Source: an optimization exercise on an open RTL-to-GDS flow (aim: small area, a short achievable clock period and few clock cycles). Production flows keep margins and buffers that such runs may drop. The RTL was checked by simulation tests, not by an equivalence proof against the original design. Power figures rest on the tool's default switching activity, not on a simulated workload.

### flow/run.sh
#!/bin/bash
# synth_recipe.tcl (not shown) runs the flow's synth.tcl, then flattens the netlist and writes it again
# the make line also repeats each setting of config.mk as NAME=value (left out here)
make -C /OpenROAD-flow-scripts/flow DESIGN_CONFIG=/design/flow/config.mk WORK_HOME=/design/flow/orfs CLKGATE_MAP_FILE= SYNTH_SCRIPT=/design/flow/synth_recipe.tcl finish
### flow/config.mk
export PLATFORM = sky130hd
export DESIGN_NAME = sorted_insert_task_priority_queue
export DESIGN_NICKNAME = sorted_insert_task_priority_queue
export VERILOG_FILES = /design/flow/design.v
export SDC_FILE = /design/flow/constraint.sdc
export NUM_CORES = 4
export LEC_CHECK = 0
export ABC_AREA = 1
export CAP_MARGIN = 20
export CORE_MARGIN = 2
export CORE_UTILIZATION = 40
export SETUP_SLACK_MARGIN = 5
export SLEW_MARGIN = 20
### flow/constraint.sdc
create_clock -name core_clock -period 9.0 [get_ports {clock}]
set_input_delay 1.8000 -clock core_clock [delete_from_list [all_inputs] [get_ports {clock}]]
set_output_delay 1.8000 -clock core_clock [all_outputs]
set_load 0.01 [all_outputs]
### flow/design.v
`timescale 1ns / 1ps
package stpq_pkg;
   localparam int ID_W     = 8;
   localparam int DAYS_W   = 10;
   localparam int WEIGHT_W = 10;
   localparam int HOURS_W  = 12;
   localparam int SCORE_W  = 23;
   localparam int ENTRY_W  = ID_W + SCORE_W + DAYS_W + WEIGHT_W + HOURS_W;
   localparam logic [1:0] MODE_INSERT = 2'd0;
   localparam logic [1:0] MODE_READ   = 2'd1;
   localparam logic [1:0] MODE_CLEAR  = 2'd2;
   localparam logic [1:0] MODE_NOP    = 2'd3;
   localparam logic [1:0] ST_OK      = 2'd0;
   localparam logic [1:0] ST_FULL    = 2'd1;
   localparam logic [1:0] ST_EMPTY   = 2'd2;
   localparam logic [1:0] ST_CLEARED = 2'd3;
endpackage
`timescale 1ns / 1ps
module stpq_divider #(
   parameter int NV = 2
) (
   input  logic        clock,
   input  logic        reset,
   input  logic        in_valid,
   output logic        in_ready,
   input  logic [10:0] in_a,
   input  logic [12:0] in_b,
   input  logic [9:0]  in_w,
   input  logic [3:0]  in_lw,        
   input  logic [4:0]  in_lab,       
   input  logic [39:0] in_tag,
   output logic        out_valid,    
   input  logic        out_free,     
   output logic [22:0] out_q,
   output logic [39:0] out_tag,
   output logic [20:0] out_q_hi,
   output logic [1:0]  out_q_lo,
   output logic [3:1]  out_q_lt,     
   output logic        m_valid_next
);
   localparam int PW = (NV > 1) ? $clog2(NV) : 1;
   logic        m_valid;
   logic [23:0] m_s, m_c;
   logic [9:0]  m_w;
   logic [3:0]  m_n;
   logic [39:0] m_tag;
   logic [NV-1:0]        v_valid;
   logic [NV-1:0][48:0]  v_x;         
   logic [NV-1:0][22:0]  v_d;
   logic [NV-1:0][23:0]  v_d3;
   logic [NV-1:0][3:0]   v_cnt;
   logic [NV-1:0][39:0]  v_tag;
   logic [PW-1:0]        in_ptr, out_ptr;
   logic [23:0] pp [11];
   logic [23:0] l1 [8];
   logic [23:0] l2 [6];
   logic [23:0] l3 [4];
   logic [23:0] l4 [3];
   logic [23:0] p_s, p_c;
   always_comb begin
      for (int i = 0; i < 11; i++) pp[i] = in_a[i] ? (24'(in_b) << i) : 24'd0;
      for (int k = 0; k < 3; k++) begin
         l1[2*k]   = pp[3*k] ^ pp[3*k+1] ^ pp[3*k+2];
         l1[2*k+1] = ((pp[3*k] & pp[3*k+1]) | (pp[3*k] & pp[3*k+2]) | (pp[3*k+1] & pp[3*k+2])) << 1;
      end
      l1[6] = pp[9];
      l1[7] = pp[10];
      for (int k = 0; k < 2; k++) begin
         l2[2*k]   = l1[3*k] ^ l1[3*k+1] ^ l1[3*k+2];
         l2[2*k+1] = ((l1[3*k] & l1[3*k+1]) | (l1[3*k] & l1[3*k+2]) | (l1[3*k+1] & l1[3*k+2])) << 1;
      end
      l2[4] = l1[6];
      l2[5] = l1[7];
      for (int k = 0; k < 2; k++) begin
         l3[2*k]   = l2[3*k] ^ l2[3*k+1] ^ l2[3*k+2];
         l3[2*k+1] = ((l2[3*k] & l2[3*k+1]) | (l2[3*k] & l2[3*k+2]) | (l2[3*k+1] & l2[3*k+2])) << 1;
      end
      l4[0] = l3[0] ^ l3[1] ^ l3[2];
      l4[1] = ((l3[0] & l3[1]) | (l3[0] & l3[2]) | (l3[1] & l3[2])) << 1;
      l4[2] = l3[3];
      p_s   = l4[0] ^ l4[1] ^ l4[2];
      p_c   = ((l4[0] & l4[1]) | (l4[0] & l4[2]) | (l4[1] & l4[2])) << 1;
   end
   logic signed [6:0] sp;
   logic [3:0]        n_steps;
   always_comb begin
      sp = 7'(in_lw) + 7'sd17 - 7'(in_lab);
      if (sp < 7'sd1) n_steps = 4'd1;
      else            n_steps = 4'((sp + 7'sd2) >>> 1);
   end
   logic [23:0] s1, c1, s2, c2;
   logic [23:0] ld_d, ld_d3;
   logic [48:0] ld_x;
   always_comb begin
      ld_d  = m_s + m_c;
      s1    = m_s ^ m_c ^ (m_s << 1);
      c1    = ((m_s & m_c) | (m_s & (m_s << 1)) | (m_c & (m_s << 1))) << 1;
      s2    = s1 ^ c1 ^ (m_c << 1);
      c2    = ((s1 & c1) | (s1 & (m_c << 1)) | (c1 & (m_c << 1))) << 1;
      ld_d3 = s2 + c2;
      ld_x  = 49'(m_w) << (6'd42 - {1'b0, m_n, 1'b0});
   end
   logic [NV-1:0][1:0]  qd;
   logic [NV-1:0][3:1]  lt;
   logic [NV-1:0][22:0] rn;
   always_comb begin
      for (int u = 0; u < NV; u++) begin
         logic [24:0] t;
         logic [25:0] d1, d2, d3;
         t  = v_x[u][48:24];
         d1 = {1'b0, t} - {3'b0, v_d[u]};
         d2 = {1'b0, t} - {2'b0, v_d[u], 1'b0};
         d3 = {1'b0, t} - {2'b0, v_d3[u]};
         lt[u] = {d3[25], d2[25], d1[25]};
         if (!d3[25])      begin qd[u] = 2'd3; rn[u] = d3[22:0]; end
         else if (!d2[25]) begin qd[u] = 2'd2; rn[u] = d2[22:0]; end
         else if (!d1[25]) begin qd[u] = 2'd1; rn[u] = d1[22:0]; end
         else              begin qd[u] = 2'd0; rn[u] = t[22:0];  end
      end
   end
   logic [NV-1:0] v_last, v_take;
   logic          m_go;
   always_comb begin
      for (int u = 0; u < NV; u++) begin
         v_last[u] = v_valid[u] && (v_cnt[u] == 4'd1);
         v_take[u] = v_last[u] && out_free && (out_ptr == PW'(u));
      end
   end
   assign out_valid = |v_take;
   assign out_q_hi  = v_x[out_ptr][20:0];
   assign out_q_lo  = qd[out_ptr];
   assign out_q_lt  = lt[out_ptr];
   assign out_q     = {out_q_hi, out_q_lo};
   assign out_tag   = v_tag[out_ptr];
   assign m_go      = m_valid && (!v_valid[in_ptr] || v_take[in_ptr]);
   assign in_ready  = !m_valid || m_go;
   assign m_valid_next = !reset && ((in_valid && in_ready) || (m_valid && !m_go));
   always_ff @(posedge clock) begin
      if (reset) begin
         m_valid <= 1'b0;
         v_valid <= '0;
         in_ptr  <= '0;
         out_ptr <= '0;
      end else begin
         if (in_valid && in_ready) m_valid <= 1'b1;
         else if (m_go)            m_valid <= 1'b0;
         for (int u = 0; u < NV; u++) begin
            if (m_go && in_ptr == PW'(u)) v_valid[u] <= 1'b1;
            else if (v_take[u])           v_valid[u] <= 1'b0;
         end
         if (m_go)      in_ptr  <= (in_ptr == PW'(NV - 1)) ? '0 : in_ptr + 1'b1;
         if (out_valid) out_ptr <= (out_ptr == PW'(NV - 1)) ? '0 : out_ptr + 1'b1;
      end
      if (in_valid && in_ready) begin
         m_s   <= p_s;
         m_c   <= p_c;
         m_w   <= in_w;
         m_n   <= n_steps;
         m_tag <= in_tag;
      end
      for (int u = 0; u < NV; u++) begin
         if (m_go && in_ptr == PW'(u)) begin
            v_x[u]   <= ld_x;
            v_d[u]   <= ld_d[22:0];
            v_d3[u]  <= ld_d3;
            v_cnt[u] <= m_n;
            v_tag[u] <= m_tag;
         end else if (v_valid[u] && !v_last[u]) begin
            v_x[u]   <= {rn[u], v_x[u][23:0], qd[u]};
            v_cnt[u] <= v_cnt[u] - 4'd1;
         end
      end
   end
endmodule
`timescale 1ns / 1ps
module sorted_insert_task_priority_queue #(
   parameter int TABLE_DEPTH = 16
) (
   input  logic        clock,
   input  logic        reset,
   input  logic        req_tvalid,
   output logic        req_tready,
   input  logic [47:0] req_tdata,
   output logic        rsp_tvalid,
   input  logic        rsp_tready,
   output logic [71:0] rsp_tdata,
   output logic        rsp_tlast,
   input  logic        csr_wen,
   input  logic        csr_wdata
);
   localparam int EW = stpq_pkg::ENTRY_W;    
   logic                 order_ff;
   logic [4:0]           count_ff;
   logic [15:0][3:0]     perm;
   logic [15:0][EW-1:0]  tbl;
   logic        a_valid;
   logic [1:0]  a_mode;
   logic [7:0]  a_id;
   logic [9:0]  a_w;
   logic [10:0] a_a;
   logic [12:0] a_b;
   logic [3:0]  a_lw;
   logic [4:0]  a_lab;
   logic        u_valid;
   logic        u_sent;    
   logic [22:0] u_score;
   logic [7:0]  u_id;
   logic [9:0]  u_d, u_w;
   logic [11:0] u_h;
   logic [15:0] u_ah;      
   logic [3:0]  s_ptr;
   logic        o_valid;
   logic [64:0] o_data;
   logic        o_last;
   function automatic logic [3:0] blen(input logic [12:0] x);
      blen = 4'd0;
      for (int i = 0; i < 13; i++) if (x[i]) blen = 4'(i + 1);
   endfunction
   logic        div_in_valid, div_in_ready, div_out_valid;
   logic [22:0] div_q;
   logic [39:0] div_tag;
   logic [20:0] div_q_hi;
   logic [1:0]  div_q_lo;
   logic [3:1]  div_q_lt;
   logic        div_m_next;
   stpq_divider #(.NV(2)) u_div (
      .clock     (clock),
      .reset     (reset),
      .in_valid  (div_in_valid),
      .in_ready  (div_in_ready),
      .in_a      (a_a),
      .in_b      (a_b),
      .in_w      (a_w),
      .in_lw     (a_lw),
      .in_lab    (a_lab),
      .in_tag    ({12'(a_b - 13'd10), a_w, 10'(a_a - 11'd1), a_id}),
      .out_valid (div_out_valid),
      .out_free  (!u_valid || u_sent || u_go),
      .out_q     (div_q),
      .out_tag   (div_tag),
      .out_q_hi  (div_q_hi),
      .out_q_lo  (div_q_lo),
      .out_q_lt  (div_q_lt),
      .m_valid_next (div_m_next)
   );
   localparam int QD = 6;
   localparam logic [1:0] Q_INS = 2'd0, Q_RD = 2'd1, Q_CLR = 2'd2;
   logic [QD-1:0][1:0] q_kind;
   logic [3:0]         q_cnt;
   logic               q_push, q_pop;
   logic [1:0]         q_push_kind;
   logic o_free, h_ins, h_rd, h_clr, u_go, s_go, s_last, clr_go, a_go;
   logic u_wait, dir_go, upd, dir_full;
   logic accept;
   assign o_free = !o_valid || rsp_tready;
   assign h_ins  = (q_cnt != 4'd0) && (q_kind[0] == Q_INS);
   assign h_rd   = (q_cnt != 4'd0) && (q_kind[0] == Q_RD);
   assign h_clr  = (q_cnt != 4'd0) && (q_kind[0] == Q_CLR);
   assign u_wait = u_valid && !u_sent;
   assign u_go   = h_ins && u_wait && o_free;
   assign dir_go = h_ins && !u_wait && o_free && div_out_valid;
   assign upd    = (u_go || u_sent) && !full;
   assign s_go   = h_rd && o_free && !u_sent;
   assign s_last = (count_ff == 5'd0) || ({1'b0, s_ptr} == count_ff - 5'd1);
   assign clr_go = h_clr && o_free;
   assign q_pop  = u_go || dir_go || (s_go && s_last) || clr_go;
   assign dir_full = full || (u_sent && count_ff == 5'd15);
   logic q_space;
   assign q_space = q_cnt != 4'(QD);
   assign div_in_valid = a_valid && (a_mode == stpq_pkg::MODE_INSERT) && q_space;
   always_comb begin
      unique case (a_mode)
         stpq_pkg::MODE_INSERT: a_go = div_in_ready && q_space;
         stpq_pkg::MODE_READ,
         stpq_pkg::MODE_CLEAR:  a_go = q_space;
         default:               a_go = 1'b1;
      endcase
   end
   assign q_push      = a_valid && a_go && (a_mode != stpq_pkg::MODE_NOP);
   assign q_push_kind = a_mode;     
   logic       ready_ff, a_valid_n;
   logic [1:0] a_mode_n;
   logic [3:0] q_cnt_n;
   assign req_tready = ready_ff;
   assign accept     = req_tvalid && req_tready;
   assign a_valid_n  = accept || (a_valid && !a_go);
   assign a_mode_n   = accept ? req_tdata[1:0] : a_mode;
   assign q_cnt_n    = q_cnt + 4'(q_push) - 4'(q_pop);
   logic q_full_n;
   assign q_full_n   = (q_cnt == 4'(QD) && !(q_pop && !q_push)) ||
                       (q_cnt == 4'(QD - 1) && q_push && !q_pop);
   logic [15:0] ah_phys, ah_log, pre;
   logic        full;
   assign full = count_ff[4];
   function automatic logic lo_gt(input logic [1:0] e, input logic [3:1] q_lt);
      unique case (e)
         2'd0:    lo_gt = 1'b0;
         2'd1:    lo_gt = q_lt[1];
         2'd2:    lo_gt = q_lt[2];
         default: lo_gt = q_lt[3];
      endcase
   endfunction
   logic ah_u;
   always_comb begin
      ah_u = order_ff ? (u_d < div_tag[17:8])
                      : ((u_score[22:2] > div_q_hi) ||
                         ((u_score[22:2] == div_q_hi) && lo_gt(u_score[1:0], div_q_lt)));
   end
   always_comb begin
      for (int j = 0; j < 16; j++) begin
         logic gt_hi, eq_hi, gt_lo;
         gt_hi = tbl[j][30:10] > div_q_hi;
         eq_hi = tbl[j][30:10] == div_q_hi;
         gt_lo = lo_gt(tbl[j][9:8], div_q_lt);
         ah_phys[j] = order_ff ? (tbl[j][40:31] < div_tag[17:8])
                               : (gt_hi || (eq_hi && gt_lo));
         if (u_valid && !full && count_ff[3:0] == 4'(j)) ah_phys[j] = ah_u;
      end
      for (int i = 0; i < 16; i++)
         ah_log[i] = (5'(i) < count_ff) && u_ah[perm[i]];
      pre[0] = 1'b1;
      for (int i = 1; i < 16; i++) pre[i] = pre[i-1] && ah_log[i-1];
   end
   logic [EW-1:0] u_entry;
   assign u_entry = {u_h, u_w, u_d, u_score, u_id};
   logic [EW-1:0] s_entry;
   logic [15:0]   s_sel;
   always_comb begin
      s_sel   = 16'd1 << perm[s_ptr];
      s_entry = '0;
      for (int j = 0; j < 16; j++) s_entry = s_entry | (tbl[j] & {EW{s_sel[j]}});
   end
   always_ff @(posedge clock) begin
      if (reset) begin
         order_ff <= 1'b0;
         count_ff <= 5'd0;
         a_valid  <= 1'b0;
         u_valid  <= 1'b0;
         u_sent   <= 1'b0;
         o_valid  <= 1'b0;
         q_cnt    <= 4'd0;
         ready_ff <= 1'b1;
         s_ptr    <= 4'd0;
      end else begin
         if (csr_wen) order_ff <= csr_wdata;
         if (accept)    a_valid <= 1'b1;
         else if (a_go) a_valid <= 1'b0;
         if (div_out_valid)       u_valid <= 1'b1;
         else if (u_go || u_sent) u_valid <= 1'b0;
         u_sent <= dir_go;
         q_cnt <= q_cnt_n;
         ready_ff <= !a_valid_n || (a_mode_n == stpq_pkg::MODE_NOP) ||
                     (!q_full_n &&
                      (a_mode_n != stpq_pkg::MODE_INSERT || !div_m_next));
         if (s_go) s_ptr <= s_last ? 4'd0 : s_ptr + 4'd1;
         if (u_go || dir_go || s_go || clr_go) o_valid <= 1'b1;
         else if (rsp_tready)        o_valid <= 1'b0;
         if (clr_go)             count_ff <= 5'd0;
         else if (upd)           count_ff <= count_ff + 5'd1;
      end
      if (accept) begin
         a_mode <= req_tdata[1:0];
         a_id   <= req_tdata[9:2];
         a_w    <= req_tdata[29:20];
         a_a    <= 11'(req_tdata[19:10]) + 11'd1;
         a_b    <= 13'(req_tdata[41:30]) + 13'd10;
         a_lw   <= blen(13'(req_tdata[29:20]));
         a_lab  <= 5'(blen(13'(req_tdata[19:10]) + 13'd1)) +
                   5'(blen(13'(req_tdata[41:30]) + 13'd10));
      end
      if (div_out_valid) begin
         u_score <= div_q;
         u_ah    <= ah_phys;
         {u_h, u_w, u_d, u_id} <= div_tag;
      end
      for (int j = 0; j < 16; j++)
         if (u_valid && !full && count_ff[3:0] == 4'(j)) tbl[j] <= u_entry;
      if (upd) begin
         for (int i = 0; i < 16; i++) begin
            if (pre[i] && !ah_log[i]) perm[i] <= count_ff[3:0];
            else if (!pre[i])         perm[i] <= (i == 0) ? perm[0] : perm[i-1];
         end
      end
      for (int k = 0; k < QD; k++) begin
         if (q_pop) begin
            if (q_push && 4'(k) == q_cnt - 4'd1) q_kind[k] <= q_push_kind;
            else if (k < QD - 1)                q_kind[k] <= q_kind[k+1];
         end else if (q_push && 4'(k) == q_cnt) begin
            q_kind[k] <= q_push_kind;
         end
      end
      if (s_go) begin
         if (count_ff == 5'd0) o_data <= {63'd0, stpq_pkg::ST_EMPTY};
         else                  o_data <= {s_entry, stpq_pkg::ST_OK};
         o_last <= s_last;
      end else if (u_go) begin
         o_data <= {u_entry, full ? stpq_pkg::ST_FULL : stpq_pkg::ST_OK};
         o_last <= 1'b1;
      end else if (dir_go) begin
         o_data <= {div_tag[39:8], div_q, div_tag[7:0],
                    dir_full ? stpq_pkg::ST_FULL : stpq_pkg::ST_OK};
         o_last <= 1'b1;
      end else if (clr_go) begin
         o_data <= {63'd0, stpq_pkg::ST_CLEARED};
         o_last <= 1'b1;
      end
   end
   assign rsp_tvalid = o_valid;
   assign rsp_tdata  = {7'd0, o_data};
   assign rsp_tlast  = o_last;
endmodule
==> results.txt, run 1 <==
The setup slack after placement came out at 2.82 ns. The synthesis-to-layout area growth is 14.0%. The critical path goes through inv_1 > ha_1 > fa_1 > o21ai_0 > buf_4 > nand3_1 > nand3_1 > a21o_1 > buf_4 > clkinvlp_4 > nand2_1 > nand2_1 > nand2_1 > o21ai_1 > nand2_1 > o21ai_0 > inv_1 > nand2_1. The detail-routed net length per standard cell came out at around 25 um. Synthesis produced just over 9,000 cells. The area of the die came out at roughly 0.24 mm^2. For this run, the detailed router's first-pass iteration total came to 8.

In this run the horizontal extent of the chip is between 400 and 500 um. Setup violations remaining at the end of the flow were counted as 0. The top-level I/O count is between 100 and 150.

The global-route wire length before repair came out at roughly 470,000 um. The tightest min-delay check is of the reg -> reg type. Global routing used roughly a quarter of the available tracks. The share of synthesized registers carrying an async set or reset is 0%. The number of buffers inserted by hold repair at cts came out at 0. STA classifies the critical path endpoint as a register. The cell total after placement came out at between 10,000 and 15,000.

The final weighted congestion in routability-driven placement came out at between 0.9 and 1. Setup repair after global routing could not meet its margin everywhere. The total power is just under 20 mW.

The arrival time reported for the critical path endpoint is 4.55 ns. The post-route cell area is ~0.11 mm^2. The CTS sink count came out at between 1,500 and 2,000. The fmax came out at 252 MHz. The worst reg-to-reg path cell count is 18. The share of final-layout standard cells stronger than drive strength 1 came out at about 8.0%. The worst hold path depth came out at 0.

The category of the worst setup path launch point is a register. The maximum count of clock buffers along a single path is 3. Once detail routing completed, the nets flagged for antenna violations numbered 0. The biggest cell delay along the critical path came out at about 0.43 ns.

The initialized floorplan defines roughly 180 standard-cell rows. The average cell area after synthesis came out at 10.2 um^2. The via count came out at 72,800.

The number of antenna violations at the first check in global routing came out at 9. The final routed DRC violation total came out at 0. The post-synthesis cell type count came out at between 70 and 80.

Of the available clock period, the critical path in the final layout requires between 40% and 50%. Setup slack on the critical path of the routed design comes to around 5 ns. The power per unit of standard cell area is around 180 mW/mm^2. The total CTS buffers came out at 182.

The first-iteration detailed-routing DRC count is approximately 9,000. The via-per-instance ratio came out at roughly 5.7. The sequential fraction of the synthesis area came out at roughly 53%. The number of pins exceeding their max-slew limit in the final report is 0. The pin count of the biggest net entering global routing is ~120. The final HPWL from detailed placement is 219,000 um.

The critical path is of the reg -> reg type. The data required time of the worst path came out at 9.58 ns. The yosys synthesis warning count came out at 8.

The share of Yosys cell area claimed by the top area cell type came out at a little over half. The maximum fanout along the worst path came out at 23. Summed over all layers, the global routing overflow is 0. The clock arrives with a little under 0.05 ns of skew. The final cell count without fillers is 12,800.

The clock latency of the later-clocked register in the worst-skew pair came out at 0.87 ns. After synthesis the cells add up to around 0.094 mm^2. The total area inside the core boundary comes to ~0.23 mm^2. Sorting the synthesized cells by area gives the leading types as edfxtp_1 (52%), ha_1 (10%), nand2_1 (8.5%). In this run the clock root is driven by a clkbuf_16. The largest total area in the synthesized netlist belongs to edfxtp_1. The worst max-slew margin expressed relative to the limit is approximately a quarter. The final layout contains 10,400 nets. The clock-pin slew reported for the worst setup and hold paths after clock tree synthesis came out at approximately 0.060 ns. For this block, the routed nets add up to 324,000 um of wire. The most frequent cell on the critical path is nand2_1. The starting density of the core came out at between 40% and 50%. The worst-path cell with the longest stage delay is fa_1.

The die height is slightly below 500 um. The final design utilization is between 40% and 50%. The peak ir drop on the vdd network came out at about 180 uV. Once placement finished, the instance area stood at about 0.099 mm^2. The clock tree synthesis step divided the H-tree into 4 levels.

The count of endpoints failing hold in the final timing report came out at 0. The synthesized flop and latch total is 1,669. The most common flop cell mapped by yosys is edfxtp_1.

The leakage power summed over all cells is 43.0 nW. The number of buffers added on ports came out at between 100 and 150. For the pin with the worst max-slew slack, the measured transition is approximately 1.1 ns.

The via count of the first global-routing pass is approximately 70,000. The total negative slack came out at 0 ns. The number of flops mapped to enable cells by yosys came out at roughly 1,600. The shortest period the worst path allows came out at approximately 4.0 ns.

The worst hold margin is roughly 0.41 ns. The run finished with no timing, DRC or antenna violations. Max-cap violations in this run came to 0. TritonCTS built the clock tree.
==> routing by layer <==
metal / GRT usage [%] / up-vias / routed length, um
li1: - / 33000 / -
met1: 36.0 / 35500 / 133000
met2: 42.3 / 3575 / 148000
met3: 4.28 / 657 / 29000
met4: 11.1 / 4 / 14900
met5: 0 / - / 29
==> critical path: cells and delay by family (launching register included) <==
family                   cells  cell delay (ns)
AND/OR/NAND/NOR              7             1.02
buffers and inverters        5             0.85
AO/OA/AOI/OAI                4             0.71
adder cells (fa/ha/maj)      2             0.67
flip-flops                   1             0.42
==> synthesized netlist by cell type, types with 31 or more instances <==
master / count
nand2_1: 2140
edfxtp_1: 1643
inv_1: 969
ha_1: 766
a21oi_1: 591
o21ai_0: 573
nor2_1: 417
nand3_1: 393
nand4_1: 171
fa_1: 146
clkbuf_1: 145
xor2_1: 107
buf_2: 97
nor3_1: 87
a211oi_1: 83
xnor2_1: 75
a22oi_1: 73
o211ai_1: 62
a221oi_1: 56
o22ai_1: 54
a21o_1: 48
a22o_1: 44
nor4_1: 42
a31oi_1: 40
o21ai_1: 31
==> report_power, final <==
group | internal [mW] | switching [mW]
Sequential | 8.88 | 0.246
Clock | 4.50 | 3.40
Combinational | 0.961 | 1.50
==> cell usage in the layout (no fill, tap or decap), drive strengths merged, types with 21 or more instances in the layout <==
master / n
ha: 766
o21bai: 29
nand4: 173
o21a: 21
nor2: 428
a211oi: 83
a221oi: 65
fa: 146
bufinv: 25
xor2: 107
edfxtp: 1643
a21oi: 594
clkinv: 91
a31oi: 40
or2: 28
buf: 239
nor4: 42
o22ai: 54
a22oi: 73
xnor2: 75
nand2: 2152
o211ai: 63
nor3: 89
inv: 999
dfxtp: 26
a22o: 44
o21ai: 611
clkdlybuf4s50: 114
nand3: 403
clkbuf: 216
a21o: 48
==> sequential cells by signal, indices dropped and copies added (netlist names), 13 cells and up <==
signal       flops
u_div.v_tag     80
u_div.m_tag     31
u_score         23
u_div.v_d       44
u_ah            16
perm            64
u_div.v_x       98
a_b             13
u_div.m_s       23
o_data          65
u_div.v_d3      48
u_div.m_c       18
tbl           1008
==> repair_timing <==
| action | in CTS | in global routing |
|---|---|---|
| gates resized for setup | 130 | 63 |
| setup buffers | 23 | 71 |
| setup endpoints to repair | 795 | 248 |
| gates cloned | 5 | 4 |
| pin swaps | 10 | 16 |
| endpoints found under the hold margin | 0 | 0 |
==> cell families (layout without fill, tap and decap cells) <==
| family | after synthesis | after routing | synth area share, % |
|---|---|---|---|
| AOI/OAI and AO/OA | 1789 | 1789 | 11.3 |
| buffers and inverters | 1294 | 1697 | 5.55 |
| other | 1 | 10 | 0.00399 |
| DFF | 1669 | 1669 | 53.1 |
| xor gates and xnor gates | 182 | 182 | 1.70 |
| and+or+nand+nor | 3352 | 3357 | 15.0 |
| muxes | 8 | 8 | 0.0852 |
| adders and majority gates | 912 | 912 | 13.3 |
==> area by class of cell <==
cell class                      instances  area [um^2]
Sequential cell                      1669        49900
Timing Repair Buffer                  357         3460
Inverter                             1002         3880
Timing Repair inverter                  1         5.00
Clock inverter                        124         1570
Multi-Input combinational cell       6255        39800
Antenna cell                            3         7.51
Tap cell                             3132         3920
Clock buffer                          213         4680
Fill cell                           21500       126000
==> worst paths after layout <==
| path | slack [ns] | to | startpoint |
|---|---|---|---|
| worst max-delay path | 5.03 | o_data[10] | u_div.v_x[25] |
| worst min-delay path | 0.41 | u_div.v_tag[8] | u_div.m_tag[8] |
| worst max register to register | 5.03 | o_data[10] | u_div.v_x[25] |
| worst min register to register | 0.41 | u_div.v_tag[8] | u_div.m_tag[8] |
Testbench counts, summed over its fixed seeds: cycles 7,467.
==> run 2, diff against run 1 <==
--- a/flow/design.v
+++ b/flow/design.v
@@ -45,2 +45,4 @@
    logic [3:0]  m_n;
+   logic        m_red;       
+   logic [4:0]  m_k;         
    logic [39:0] m_tag;
@@ -93,2 +95,3 @@
    logic [48:0] ld_x;
+   logic        ld_dec;
    always_comb begin
@@ -100,3 +103,5 @@
       ld_d3 = s2 + c2;
+      ld_dec = m_red && ld_d[m_k];
       ld_x  = 49'(m_w) << (6'd42 - {1'b0, m_n, 1'b0});
+      if (ld_dec) ld_x = ld_x << 2;
    end
@@ -158,2 +163,4 @@
          m_n   <= n_steps;
+         m_red <= !sp[0] && sp >= 7'sd2;
+         m_k   <= in_lab - 5'd1;
          m_tag <= in_tag;
@@ -165,3 +172,3 @@
             v_d3[u]  <= ld_d3;
-            v_cnt[u] <= m_n;
+            v_cnt[u] <= m_n - 4'(ld_dec);
             v_tag[u] <= m_tag;
--- a/flow/config.mk
+++ b/flow/config.mk
@@ -7,6 +7,6 @@
 export LEC_CHECK = 0
-export ABC_AREA = 1
+export ABC_CLOCK_PERIOD_IN_PS = 3000
 export CAP_MARGIN = 20
 export CORE_MARGIN = 2
-export CORE_UTILIZATION = 40
+export CORE_UTILIZATION = 60
 export SETUP_SLACK_MARGIN = 5
==> run 2 against run 1 <==
Effect of this change: still clean; first-iteration DRC count down 0.46%; sequential power is 2% higher; hold slack better by 0.0059 ns; clock skew is 0.021 ns lower; maximum frequency is 7.5% lower; total power rose by 8.9%; clock power shrank 7.9%; via count decreased by 8.5%; routed wire length down 5.7%; utilization grew 24 points; cell count down 24%; highest routed layer unchanged; largest cell class unchanged; die area down 35%.
==> results.txt, run 2 <==
The maximum fanout along the worst path came out at 3 (-87%). The total standard cell area after synthesis came out at 0.0918 mm^2 (-2.3%). The slowest stage of the critical path belongs to the cell fa_1.

The most frequent standard cell in the layout excluding fill and tap cells is edfxtp_1. The synthesis-to-layout area growth came out at 16.0%. In this run the critical register-to-register path is launched from u_div.m_s[7]. Traced cell by cell, the critical path runs through buf_6 > fa_1 > fa_2 > ha_4 > nand2_1 > o21ai_4 > o41ai_4 > o21ai_2 > o41ai_2 > o21ai_1 > o41a_1 > a21o_1 > a21oi_2 > xnor2_2.

The final weighted congestion in routability-driven placement came to 0.954 (-4.4%). The global-route wire length before repair is 437,000 um (-6.4%). The setup slack after placement is 3.44 ns (+0.625 ns). The final routed DRC violation total is 0 (unchanged). The global routing usage on met1 came out at 51.0% (+15 points). The end point of the worst hold path is u_div.m_tag[3]. The worst hold margin was 0.420 ns (+0.00589 ns). The average cell area after synthesis came out at 12.9 um^2 (+27%). The CTS sink count came out at 1,675 (+0.36%). The maximum count of clock buffers along a single path is 3 (unchanged).

The number of flops mapped to enable cells by yosys came out at 1,649 (+0.37%). The area of the placeable core came out at 0.152 mm^2 (-35%). The number of rows created at floorplan is 143 (-19%). The power per unit of standard cell area is 199 mW/mm^2 (+9.5%).

The final cycle utilization of the critical path is 47.7% (+3.6 points). The post-route cell area is 0.107 mm^2 (-0.55%). The worst hold path begins at a_id[3]. The number of instances in the synthesized netlist came to 7,110 (-23%). The final number of setup-violating endpoints came to 0 (unchanged). The most used flip-flop cell after synthesis is edfxtp_1. The clock-pin slew reported for the worst setup and hold paths after clock tree synthesis is 0.06 ns (about the same). The via count of the first global-routing pass came out at 64,200 (-8.0%). The yosys synthesis warning count came out at 8 (unchanged).

The number of flip-flops in the largest register came out at 1,008 (unchanged). The detail-routed net length per standard cell is 31.6 um (+24%). In the layout the commonest cells are edfxtp_1 (1,649), ha_1 (748), nand2_1 (386). The worst setup path is captured at a register. The overall routed net length is 306,000 um (-5.7%). The worst reg-to-reg path cell count is 14 (-4).

The share of Yosys cell area claimed by the top area cell type is 53.9% (+1.4 points). The final design utilization came out at 70.2% (+24 points). The max capacitance violation total came out at 0 (unchanged). The global routing stage identified its most utilized layer as met2.

The width of the chip is 395 um (-19%). The final HPWL from detailed placement is 192,000 um (-12%). The remaining antenna violation count after routing came out at 0 (unchanged).

The via count is 66,600 (-8.5%). The number of antenna violations at the first check in global routing came out at 7 (-2). The worst hold path depth is 0 (unchanged). The sequential fraction of the synthesis area is 54.5% (+1.4 points). The total CTS buffers came out at 175 (-3.8%). The synthesized flop and latch total came out at 1,675 (+0.36%). The worst setup slack after layout is 4.71 ns (-0.322 ns). The starting density of the core came out at 60.5% (+20 points). The first-iteration detailed-routing DRC count came out at 8,950 (-0.46%). In this run the worst hold path is classified as reg -> reg. The fmax is 233 MHz (-7.5%). The share of synthesized registers carrying an async set or reset is 0% (unchanged).

Setup repair after global routing could not meet its margin everywhere. The clock latency of the later-clocked register in the worst-skew pair is 0.82 ns (-0.05 ns). Yosys attributes the largest share of cell area to edfxtp_1 (54%), ha_1 (11%), fa_1 (3.2%).

The arrival time reported for the critical path endpoint is 4.84 ns (+0.29 ns). The number of buffers inserted by hold repair at cts came out at 0 (unchanged). The instance area at placement is 0.0957 mm^2 (-3.6%). The shortest period the worst path allows is 4.29 ns (+0.322 ns). The slew at the pin with the worst max-slew slack is 1.17 ns (+0.0452 ns). The biggest cell delay along the critical path is 0.55 ns (+0.12 ns). The peak ir drop on the vdd network is 440 uV (+140%).

The die height came out at 395 um (-19%). In the final layout, the registers with the most flip-flops are tbl: 1008 flops, u_div.v_x: 98 flops, u_div.v_tag: 80 flops. The leakage power summed over all cells is 39.5 nW (-8.1%).

The number of buffers added on ports came out at 115 (unchanged). The tree is rooted in a clkbuf_16. The area of the die is 0.156 mm^2 (-35%). The flow ran to the end and the layout has no timing, DRC or antenna violations. The data required time of the worst path was 9.55 ns (-0.03 ns). The worst register-to-register path ends at u_div.v_d3[47].

The setup clock skew after layout is 0.0277 ns (-0.0213 ns). In the synthesized netlist, the cells that appear most often are edfxtp_1 (1,649), ha_1 (771), nand2_1 (401). The total grt overflow came to 0 (unchanged).

The top-level I/O count is 129 (unchanged). The post-synthesis cell type count came out at 90 (+23%). The worst setup path is of the reg -> reg kind. The most frequently used cell type in the post-synthesis netlist is edfxtp_1. The pin count of the biggest net entering global routing came out at 89 (-24%). The overall routing resource usage came to 38.5% (+12 points). The routing usage on met3 is 8.12% (+3.8 points). The total number of nets in the final design came out at 8,485 (-19%).

The share of final-layout standard cells stronger than drive strength 1 is 17.0% (+9.0 points). TritonCTS built the clock tree. The worst-case register-to-register setup slack came out at 4.71 ns (-0.32 ns). The number of pins exceeding their max-slew limit in the final report is 0 (unchanged).

The register with the most flip-flops in the final layout is tbl. The via-per-instance ratio came out at 6.87 (+20%). The met2 global-route usage came out at 60.2% (+18 points). The total negative slack came out at 0 ns (unchanged). The number of detailed-route iterations in the first pass was 6 (-2). The depth of the CTS H-tree came to 4 (unchanged). The dominant cell type by area after synthesis is edfxtp_1. The count of endpoints failing hold in the final timing report came out at 0 (unchanged). The category of the worst setup path launch point is a register. The worst max-slew margin expressed relative to the limit is 22.3% (-2.2 points).
run 2: cell types whose count changed in the layout (fill, tap and decap cells not counted), sizes merged, moves of 116 or more:
cell and change:
a21oi -262, a22o +132, a22oi +126, buf +147, inv -632, mux2 +116
nand2 -1751, nand3 -323, o21a +121, o21ai -323
run 2: layout make-up:
cell class | instances | area [um^2]
Tap cell | 2030 | 2540
Sequential cell | 1675 | 50000
Antenna cell | 3 | 7.51
Inverter | 372 | 1540
Multi-Input combinational cell | 4778 | 41500
Timing Repair Buffer | 511 | 5260
Fill cell | 10600 | 45300
Clock inverter | 119 | 1150
Clock buffer | 199 | 4490
Timing Repair inverter | 1 | 8.76
run 2: logic make-up (layout without fill, tap and decap cells):
logic type | after synthesis | in the layout | synth area share [%]
XOR/XNOR | 196 | 196 | 1.87
flip-flops | 1675 | 1675 | 54.5
buffers and inverters | 668 | 1202 | 2.92
AO/OA/AOI/OAI | 1891 | 1892 | 14.5
adder cells (fa/ha/maj) | 917 | 917 | 13.7
AND/OR/NAND/NOR | 1477 | 1481 | 7.93
other | 1 | 10 | 0.00408
multiplexers | 285 | 285 | 4.64
run 2: worst max-delay path by stage:
| stage | start | end | cells after the start |
|---|---|---|---|
| finish | u_div.m_s[7] | u_div.v_d3[47] | 14 |
| detailed placement | rsp_tready | u_div.v_x[22] | 9 |
| global route | u_div.m_s[7] | u_div.v_d3[47] | 14 |
| floorplan | rsp_tready | u_div.m_c[10] | 6 |
| global placement | rsp_tready | u_div.v_x[22] | 9 |
| CTS | u_div.m_s[6] | u_div.v_d3[47] | 14 |
run 2: through the flow:
step / total power, mW / std cells
floorplan: 11.6 / 7116
global placement: 13.2 / 9076
detailed placement: 13.2 / 9076
CTS: 20.9 / 9570
global route: 21.9 / 9685
finish: 21.2 / 9688
run 2: report_power, final:
| group | switching [mW] | internal, mW | total [mW] |
|---|---|---|---|
| logic | 2.72 | 1.92 | 4.63 |
| clock network | 3.16 | 4.11 | 7.27 |
| registers | 0.271 | 9.05 | 9.32 |
run 2: worst max-delay path, delay by kind of cell (launching register included):
| kind | cells | cell delay [ns] |
|---|---|---|
| AOI/OAI and AO/OA | 8 | 1.80 |
| adders and majority gates | 3 | 1.31 |
| DFF | 1 | 0.48 |
| buffers and inverters | 1 | 0.17 |
| and+or+nand+nor | 1 | 0.12 |
| xor gates and xnor gates | 1 | 0.12 |
run 2: metal layers:
metal / wire length [um] / up-vias / share of wire [%]
li1: - / 28600 / -
met1: 113000 / 33000 / 37
met2: 140000 / 4234 / 46
met3: 34300 / 817 / 11
met4: 18000 / 6 / 5.9
met5: 41 / - / 0.013
run 2: timing repair:
action	4_1_cts	5_1_grt
setup endpoints to repair	494	262
gates resized for setup	356	214
gates cloned	17	3
setup buffers	159	112
pin swaps	76	111
Testbench counts of run 2, summed over its fixed seeds: cycles 7,386.
==> run 3, diff against run 2 <==
--- a/flow/config.mk
+++ b/flow/config.mk
@@ -10,3 +10,3 @@
 export CORE_MARGIN = 2
-export CORE_UTILIZATION = 60
+export CORE_UTILIZATION = 40
 export SETUP_SLACK_MARGIN = 5
==> run 3 against run 2 <==
Effect of this change: sequential share of layout area decreased by 0.86 points; cell count rose by 11%; combinational power shrank 11%; total power shrank 0.19%; maximum frequency is 2.2% higher; via count is 0.31% lower; first-iteration DRC count down 5.1%; still clean; sequential power hardly changed.
==> results.txt, run 3 <==
The overall routing resource usage is 26.6% (-12 points). edfxtp_1 takes more of the synthesized area than any other cell. The remaining antenna violation count after routing came out at 0 (unchanged). The synthesized flop and latch total is 1,675 (unchanged). The global-route wire length before repair came out at 456,000 um (+4.3%).

The tree is rooted in a clkbuf_16. Setup repair after global routing could not meet its margin everywhere. The overall routed net length is 322,000 um (+5.2%). The leakage power summed over all cells was 39.7 nW (+0.54%). In the layout the commonest cells are edfxtp_1 (1,649), ha_1 (746), nand2_1 (387).

TritonCTS built the clock tree. The sequential fraction of the synthesis area came out at 54.5% (unchanged). The instance area at placement came out at 0.0969 mm^2 (+1.3%).

The total CTS buffers came to 185 (+5.7%). The maximum count of clock buffers along a single path is 3 (unchanged). The width of the chip came out at 483 um (+22%). The number of pins exceeding their max-slew limit in the final report is 0 (unchanged). The post-route cell area came out at 0.109 mm^2 (+1.9%). The data required time of the worst path is 9.57 ns (+0.02 ns).

The area of the die was 0.233 mm^2 (+49%). The end point of the worst hold path is u_div.m_w[5]. After synthesis, the cell types taking the most area are edfxtp_1 (54%), ha_1 (11%), fa_1 (3.2%).

The total standard cell area after synthesis came out at 0.0918 mm^2 (unchanged). The clock-pin slew reported for the worst setup and hold paths after clock tree synthesis came out at 0.06 ns (about the same). The xor and xnor fraction of the mapped netlist area is 1.87% (unchanged). The run finished with no timing, DRC or antenna violations. The via count came to 66,400 (-0.31%). STA classifies the critical path startpoint as a register. The count of fill cells added during filler insertion came out at 19,700 (+86%). The total power is 21.2 mW (-0.19%). The die height is 483 um (+22%). The largest register by flop count is tbl. The path type of the worst setup path is reg -> reg. The synthesis-to-layout area growth came out at 18.2%. The number of antenna violations at the first check in global routing came out at 14 (+7).

The slew at the pin with the worst max-slew slack came to 1.22 ns (+0.0579 ns). The via count of the first global-routing pass is 65,100 (+1.4%). The top-level I/O count is 129 (unchanged). The share of synthesized registers carrying an async set or reset came out at 0% (unchanged). The worst hold path begins at a_w[5]. The average cell area after synthesis came out at 12.9 um^2 (unchanged). The CTS sink count is 1,675 (unchanged).

The first-iteration detailed-routing DRC count came to 8,496 (-5.1%). The worst setup slack after layout is 4.80 ns (+0.0904 ns). The share of Yosys cell area claimed by the top area cell type was 53.9% (unchanged). The share of the synthesized area in compound gates (AO/OA/AOI/OAI) is 14.5% (unchanged). In the synthesized netlist, the cells that appear most often are edfxtp_1 (1,649), ha_1 (771), nand2_1 (401).

The final design utilization is 47.6% (-23 points). The number of flip-flops in the largest register came out at 1,008 (unchanged). The mux share of post-synthesis cell area is 4.64% (unchanged). The max capacitance violation total is 0 (unchanged). For this run, the leading register cell type out of synthesis is edfxtp_1. The share of final-layout standard cells stronger than drive strength 1 is 17.1% (+0.072 points). The worst hold margin was 0.396 ns (-0.0247 ns). The final cell count without fillers came to 10,700 (+11%). The shortest period the worst path allows is 4.20 ns (-0.0904 ns). The tightest min-delay check is of the reg -> reg type. The final weighted congestion in routability-driven placement is 0.954 (about the same).

The count of endpoints failing hold in the final timing report came out at 0 (unchanged). The peak ir drop on the vdd network is 170 uV (-61%). The post-synthesis cell type count is 90 (unchanged). The most frequently used cell type in the post-synthesis netlist is edfxtp_1. The number of rows created at floorplan is 175 (+22%). The clock latency of the later-clocked register in the worst-skew pair came out at 0.87 ns (+0.05 ns). The largest family of logic cells by synthesized area is compound AO/OA/AOI/OAI gates.

The total number of nets in the final design came out at 8,512 (+0.32%). The setup clock skew after layout came out at 0.0788 ns (+0.0511 ns). The cell total after placement is 10,100 (+11%). The number of detailed-route iterations in the first pass came to 12 (+6). The final cycle utilization of the critical path is 46.7% (-1.0 points). The number of instances in the synthesized netlist came out at 7,110 (unchanged). The detail-routed net length per standard cell is 30.1 um (-4.8%).

The pin count of the biggest net entering global routing came out at 82 (-7.9%). The total negative slack is 0 ns (unchanged). STA classifies the critical path endpoint as a register.

In this run the critical register-to-register path is captured at u_div.v_x[47]. The most critical setup path has its startpoint at u_div.m_c[6]. The library cell used most frequently in the layout, excluding fill and tap cells, is edfxtp_1.

The starting density of the core was 40.3% (-20 points). The area of the placeable core came to 0.228 mm^2 (+50%). The final HPWL from detailed placement came to 204,000 um (+6.4%).

The worst hold path depth came out at 0 (unchanged). The maximum fanout along the worst path is 6 (+3). The adder-cell area share of the yosys netlist is 13.7% (unchanged). The setup slack after placement is 3.41 ns (-0.0302 ns). The worst max-slew margin expressed relative to the limit is 18.5% (-3.9 points).

The number of buffers added on ports is 115 (unchanged). The worst-case register-to-register setup slack came out at 4.80 ns (+0.09 ns). The arrival time reported for the critical path endpoint is 4.77 ns (-0.07 ns). The fmax is 238 MHz (+2.2%). The yosys synthesis warning count is 8 (unchanged). The power per unit of standard cell area came out at 195 mW/mm^2 (-2.0%).

The share of synthesized cell area in and, or, nand and nor gates came out at 7.93% (unchanged). The via-per-instance ratio is 6.20 (-9.8%). The largest registers in the layout are tbl: 1008 flops, u_div.v_x: 98 flops, u_div.v_tag: 80 flops. The total grt overflow came out at 0 (unchanged). The depth of the CTS H-tree was 4 (unchanged). The final routed DRC violation total is 0 (unchanged). The number of flops mapped to enable cells by yosys is 1,649 (unchanged). The worst reg-to-reg path cell count came out at 16 (+2). The startpoint of the lowest-slack register-to-register path is u_div.m_c[6]. The final number of setup-violating endpoints came out at 0 (unchanged).
## run 3: changes by cell type in the layout (fill, tap and decap cells not counted), moves of 8 or more
cell	change
clkbuf_16	+9
clkbuf_1	+13
o21ai_1	+10
a21oi_2	-8
buf_4	+9
clkinv_1	+10
clkinv_2	-22
## run 3: how the worst max path moves through the flow
stage / endpoint / slack (ns)
2_1_floorplan: u_div.m_c[10] / 4.51
3_3_place_gp: u_div.v_tag[76] / 3.47
3_5_place_dp: u_div.v_tag[76] / 3.41
4_1_cts: u_div.v_x[97] / 4.79
5_1_grt: u_div.v_x[97] / 4.70
6_report: u_div.v_x[47] / 4.80
## run 3: what timing repair did
action	4_1_cts	5_1_grt
pin swaps	75	107
cloned	13	1
setup buffers	165	122
endpoints found under the setup margin	562	389
gates resized for setup	384	236
endpoints found under the hold margin	0	0
hold buffers	0	0
## run 3: worst max-delay path, cell delays in order, from the launching register on
cell      delay [ns]
edfxtp_1        0.42
ha_2            0.22
inv_2           0.04
fa_2            0.52
inv_2           0.04
mux4_2          0.49
mux2i_1         0.18
o32ai_2         0.11
a32oi_2         0.27
nand4_1         0.19
a311oi_4        0.34
buf_12          0.18
buf_12          0.12
buf_4           0.11
mux2_4          0.40
a21oi_4         0.21
a21oi_1         0.07
## run 3: kinds of logic (layout without fill, tap and decap cells)
| logic type | count (synthesis) | count (layout) |
|---|---|---|
| AOI/OAI and AO/OA | 1891 | 1892 |
| DFF | 1675 | 1675 |
| and+or+nand+nor | 1477 | 1482 |
| adders and majority gates | 917 | 917 |
| buffers and inverters | 668 | 1239 |
| muxes | 285 | 285 |
| xor gates and xnor gates | 196 | 196 |
| other | 1 | 11 |
## run 3: final cells by class
cell class                      count  area, um^2  share of cell area [%]
Multi-Input combinational cell   4779       41600                    38.4
Clock buffer                      225        4850                    4.47
Clock inverter                    114        1270                    1.17
Timing Repair Buffer              528        5440                    5.01
Antenna cell                        4        10.0                 0.00922
Sequential cell                  1675       50000                    46.1
Tap cell                         3009        3760                    3.47
Inverter                          372        1540                    1.42
## run 3: layer usage
layer | routed length (um) | part of all wire, % | up-vias | track usage, %
li1 | - | - | 28600 | -
met1 | 128000 | 40 | 33300 | 35.4
met2 | 146000 | 45 | 3756 | 42.3
met3 | 30000 | 9.3 | 764 | 4.77
met4 | 17800 | 5.5 | 4 | 12.4
met5 | 38 | 0.012 | - | 0
## run 3: where the power goes
part           switching, mW  leakage, nW  total (mW)  internal (mW)
logic                   2.31         21.6        4.13           1.82
registers              0.267         15.1        9.31           9.04
clock network           3.32         2.97        7.73           4.41

==> port drivers added, routing unchanged <==
Ports are ideal in the flow. The routed layouts listed here were re-timed in OpenROAD. Step 1: set_driving_cell puts a clkbuf_16 on clock and a buf_2 on each other input, an assumption about the parent block. Step 2 adds t to the input delays and takes it off the output delays; t is the mean of the earliest and latest rising clock arrival at the registers after step 1. Input paths then give back, and output paths get back, about the clock's delay inside the block. Slacks: ideal / step 1 / step 2; pairs: ideal / step 1.
run	t, ns	setup slack, ns	worst setup path after step 2
run 1	0.930	5.033 / 5.032 / 4.254	input to register
run 2	0.895	4.711 / 4.711 / 4.207	input to register
run 3	0.926	4.801 / 4.801 / 4.116	input to register
After both steps setup and hold are still met in every run listed. For run 1, which loses most, drivers alone change the setup slack by -0.001 ns; drivers and shift together by -0.779 ns.
